This is an optimization exercise on Yosys and OpenROAD, whose aim is small area, not a production implementation.
Only simulation tests tie the RTL to the original design; equivalence was not proved.
Power is estimated from default activity; no workload was simulated.

// pwm_multi_generator
module pwm_multi_generator #(
    parameter int N_CH       = 16,
    parameter int CNT_WIDTH  = 9,
    parameter int CYCLE      = 512,
    parameter int DATA_WIDTH = 8
) (
    input  logic                                      clk,
    input  logic                                      rst_n,
    input  logic                                      sync,
    input  logic                                      we,
    input  logic [((N_CH > 1) ? $clog2(N_CH) : 1)-1:0] addr,
    input  logic [DATA_WIDTH-1:0]                     wduty,
    input  logic [DATA_WIDTH-1:0]                     wphase,
    input  logic [CNT_WIDTH-1:0]                      duty_offset,
    input  logic                                      out_en,
    output logic [CNT_WIDTH-1:0]                      cyc_time,
    output logic                                      update,
    output logic [N_CH-1:0]                           pwm_out
);
    logic [8:0]  time_q;
    logic [15:0] pwm_q;
    logic [15:0] sh_vld_q, act_vld_q;
    logic        wrap;
    logic [7:0]  tu;
    logic [8:0]  k;
    logic [8:0]  m;
    logic        neg;
    logic [8:0]  wsum;
    logic [15:0] pwm_d;
    function automatic logic ge8(input logic [7:0] a, input logic [7:0] nb);
        logic c;
        c = 1'b1;
        for (int j = 0; j < 8; j++)
            c = (a[j] & nb[j]) | (a[j] & c) | (nb[j] & c);
        ge8 = c;
    endfunction
  ...
For scale: roughly 1,200 cells after synthesis, roughly 600 flip-flops, roughly 60 I/O pins, about 22,000 um^2 of cells after synthesis.
export LEC_CHECK = 0
export CAP_MARGIN = 0
export CORE_MARGIN = 2
export CORE_UTILIZATION = 60
export PLACE_DENSITY = 0.75
export SLEW_MARGIN = 0
create_clock -name core_clock -period 8.0 [get_ports {clk}]
standard.sh (not shown) runs the stock make flow with config.mk's settings and CLKGATE_MAP_FILE= SYNTH_SCRIPT=/design/flow/synth_recipe.tcl, a recipe that flattens the netlist after the stock synthesis.
==> flow/flow/run.sh <==
#!/bin/bash
# Own layout flow: the standard flow (standard.sh) with
#  - the standard synthesis, but with adders left to ABC (no ADDER_MAP_FILE
#    full/half-adder cells) and an area-oriented ABC mapping script,
#  - port buffers of the smallest buffer cell,
#  - larger clock-tree sink clusters and no CTS dummy loads.
# Each step's full output is in orfs/logs/; make's output is in standard.log.
set -euo pipefail
export FLOW_WORK="$PWD"
bash standard.sh \
  SYNTH_SCRIPT="$PWD/flow/my_synth.tcl" \
  ADDER_MAP_FILE= \
  BUFFER_PORTS_ARGS="-buffer_cell sky130_fd_sc_hd__buf_1" \
  CTS_ARGS="-sink_clustering_enable -repair_clock_nets -sink_clustering_size 15 -sink_clustering_max_diameter 60 -buf_list sky130_fd_sc_hd__clkbuf_8 -dont_use_dummy_load" \
  finish > standard.log 2>&1
==> flow/flow/area.abc <==
strash
&get -n
&fraig -x
&put
scorr
dc2
strash
&get -n
&dch -f
&nf
&put
==> flow/flow/my_synth.tcl <==
# The standard synthesis (synth_recipe.tcl) with only the final ABC technology
# mapping script replaced by an area-oriented one (flow/area.abc). Registers
# are mapped before ABC runs, so they are the same as the standard synthesis's.
proc abc {args} {
  set i [lsearch -exact $args -script]
  if {$i >= 0} {
    set args [lreplace $args [expr {$i + 1}] [expr {$i + 1}] $::env(FLOW_WORK)/flow/area.abc]
  }
  puts "abc with area script: $args"
  yosys abc {*}$args
}
source $::env(FLOW_WORK)/synth_recipe.tcl
Next try:
==> flow/flow/area.abc (replaced) <==
strash
&get -n
&fraig -x
&put
scorr
dc2
balance
rewrite
refactor
balance
rewrite
rewrite -z
balance
refactor -z
rewrite -z
balance
strash
&get -n
&dch -f
&nf -R 1000
&put
- CAP_MARGIN: 0 -> 20
- SLEW_MARGIN: 0 -> 20
The changed run completed with no timing, DRC or antenna violations.
Design area barely changes.
Routed wire length climbs by 2.7%.
First-iteration DRC count drops by 9.8%.
Setup slack loses 460 ps.
Next try:
--- a/flow/flow/run.sh
+++ b/flow/flow/run.sh
@@ -12,4 +12,4 @@
   ADDER_MAP_FILE= \
   BUFFER_PORTS_ARGS="-buffer_cell sky130_fd_sc_hd__buf_1" \
-  CTS_ARGS="-sink_clustering_enable -repair_clock_nets -sink_clustering_size 15 -sink_clustering_max_diameter 60 -buf_list sky130_fd_sc_hd__clkbuf_8 -dont_use_dummy_load" \
+  CTS_ARGS="-sink_clustering_enable -repair_clock_nets -sink_clustering_size 25 -sink_clustering_max_diameter 80 -dont_use_dummy_load" \
   finish > standard.log 2>&1
==> flow/flow/area.abc (replaced) <==
strash
&get -n
&fraig -x
&put
scorr
dc2
strash
&get -n
&dch -f
&nf
&put
- CORE_UTILIZATION: 60 -> 40
- PLACE_DENSITY: 0.75 -> unset
Power rose by 1.7%. Sequential power hardly moves. Global-route usage fell by 7.8 points. Area after synthesis rose by 0.47%. Routed wire length rose by 1.7%. Clock skew fell by 13 ps. Via count fell by about 6%. Count of clock-buffer cells in the layout fell by 18. Die area rose by 50%.
Next try:
==> flow/flow/run.sh (replaced) <==
#!/bin/bash
# Own layout flow: the standard flow (standard.sh) with
#  - the standard synthesis, but with adders left to ABC (no ADDER_MAP_FILE
#    full/half-adder cells) and an area-oriented ABC mapping script,
#  - port buffers of the smallest buffer cell,
#  - clock-tree leaf clusters of up to 18 sinks on clkbuf_8, no CTS dummy loads.
# Each step's full output is in orfs/logs/; make's output is in standard.log.
set -euo pipefail
export FLOW_WORK="$PWD"
bash standard.sh \
  SYNTH_SCRIPT="$PWD/flow/my_synth.tcl" \
  ADDER_MAP_FILE= \
  BUFFER_PORTS_ARGS="-buffer_cell sky130_fd_sc_hd__buf_1" \
  CTS_ARGS="-sink_clustering_enable -repair_clock_nets -sink_clustering_size 18 -sink_clustering_max_diameter 60 -buf_list sky130_fd_sc_hd__clkbuf_8 -dont_use_dummy_load" \
  finish > standard.log 2>&1
==> flow/flow/area.abc (replaced) <==
strash
&get -n
&fraig -x
&put
scorr
dc2
balance
rewrite
refactor
balance
rewrite
rewrite -z
balance
refactor -z
rewrite -z
balance
strash
&get -n
&dch -f
&nf -R 1000
&put
- CORE_UTILIZATION: 40 -> 60
- PLACE_DENSITY: unset -> 0.75
Effect: Cell count goes down by 8.3%; worst hold slack gains 24 ps; design area is lower by 2.2%; via count rises by 5.8%; power falls by 3.4%.
Next try:
==> flow/flow/run.sh (replaced) <==
#!/bin/bash
# Own layout flow: the standard flow (standard.sh) with
#  - the standard synthesis, but with adders left to ABC (no ADDER_MAP_FILE
#    full/half-adder cells) and an area-oriented ABC mapping script,
#  - port buffers of the smallest buffer cell,
#  - larger clock-tree sink clusters and no CTS dummy loads.
# Each step's full output is in orfs/logs/; make's output is in standard.log.
set -euo pipefail
export FLOW_WORK="$PWD"
bash standard.sh \
  SYNTH_SCRIPT="$PWD/flow/my_synth.tcl" \
  ADDER_MAP_FILE= \
  BUFFER_PORTS_ARGS="-buffer_cell sky130_fd_sc_hd__buf_1" \
  CTS_ARGS="-sink_clustering_enable -repair_clock_nets -sink_clustering_size 15 -sink_clustering_max_diameter 60 -buf_list sky130_fd_sc_hd__clkbuf_8 -dont_use_dummy_load" \
  finish > standard.log 2>&1
==> flow/flow/area.abc (replaced) <==
strash
&get -n
&fraig -x
&put
scorr
dc2
strash
&get -n
&dch -f
&nf
&put
Result: The new run went through all stages and came out clean. Die area climbs by 0.46%. Count of clock-buffer cells in the layout climbs by 7. Power climbs by 0.97%. Cell count drops by 2.5%. Final area climbs by 0.70%. Clock skew stays flat. Hold slack improved by 5.0 ps. Synthesized area climbs by 0.47%. Global-route usage drops by 0.67 points.
Next try:
==> flow/flow/run.sh (replaced) <==
#!/bin/bash
# Own layout flow: the standard flow (standard.sh) with
#  - the standard synthesis, but with adders left to ABC (no ADDER_MAP_FILE
#    full/half-adder cells) and an area-oriented ABC mapping script,
#  - port buffers of the smallest buffer cell,
#  - clock-tree leaf clusters of up to 18 sinks on clkbuf_8, no CTS dummy loads.
# Each step's full output is in orfs/logs/; make's output is in standard.log.
set -euo pipefail
export FLOW_WORK="$PWD"
bash standard.sh \
  SYNTH_SCRIPT="$PWD/flow/my_synth.tcl" \
  ADDER_MAP_FILE= \
  BUFFER_PORTS_ARGS="-buffer_cell sky130_fd_sc_hd__buf_1" \
  CTS_ARGS="-sink_clustering_enable -repair_clock_nets -sink_clustering_size 18 -sink_clustering_max_diameter 60 -buf_list sky130_fd_sc_hd__clkbuf_8 -dont_use_dummy_load" \
  finish > standard.log 2>&1
==> flow/flow/area.abc (replaced) <==
strash
&get -n
&fraig -x
&put
scorr
dc2
balance
rewrite
refactor
balance
rewrite
rewrite -z
balance
refactor -z
rewrite -z
balance
strash
&get -n
&dch -f
&nf -R 1000
&put
- CORE_UTILIZATION: 60 -> 75
- PLACE_DENSITY: 0.75 -> 0.9
The new run passed the timing, DRC and antenna checks.
Routed wire length rose by 10%.
Flip-flop and latch count stays the same.
Non-clock buffer count goes up by 3.
Register-to-register slack got worse by 900 ps.

-- what the ideal ports hide --
The results above use ideal ports. As a check the final layouts listed here were re-extracted and re-timed, cells and wires unchanged.
Step 1 assumes that a clkbuf_16 drives the clock port and a buf_2 every other input.
Step 2 moves the port delays by t, midway between the first and last clock arrival at a register: inputs arrive t later, outputs are due t later. That takes back most of the time a late clock gives input paths.
Slacks: ideal ports / drivers / drivers and shift; pairs: ideal ports / drivers.
run | shift t [ns] | setup slack, ns | worst register clock-pin slew, ns
the first run | 0.603 | 3.067 / 3.084 / 2.481 | 0.10 / 0.10
the second run | 0.619 | 2.606 / 2.633 / 2.014 | 0.10 / 0.10
the third run | 0.623 | 3.075 / 3.105 / 2.482 | 0.10 / 0.10
the fourth run | 0.618 | 2.595 / 2.623 / 2.005 | 0.11 / 0.11
the fifth run | 0.603 | 3.097 / 3.114 / 2.512 | 0.10 / 0.10
the sixth run | 0.606 | 2.193 / 2.203 / 1.597 | 0.11 / 0.11
After both steps every run listed still meets setup and hold. The setup slack of the sixth run, which loses most, moves by +0.010 ns with the drivers and by -0.596 ns with both steps.
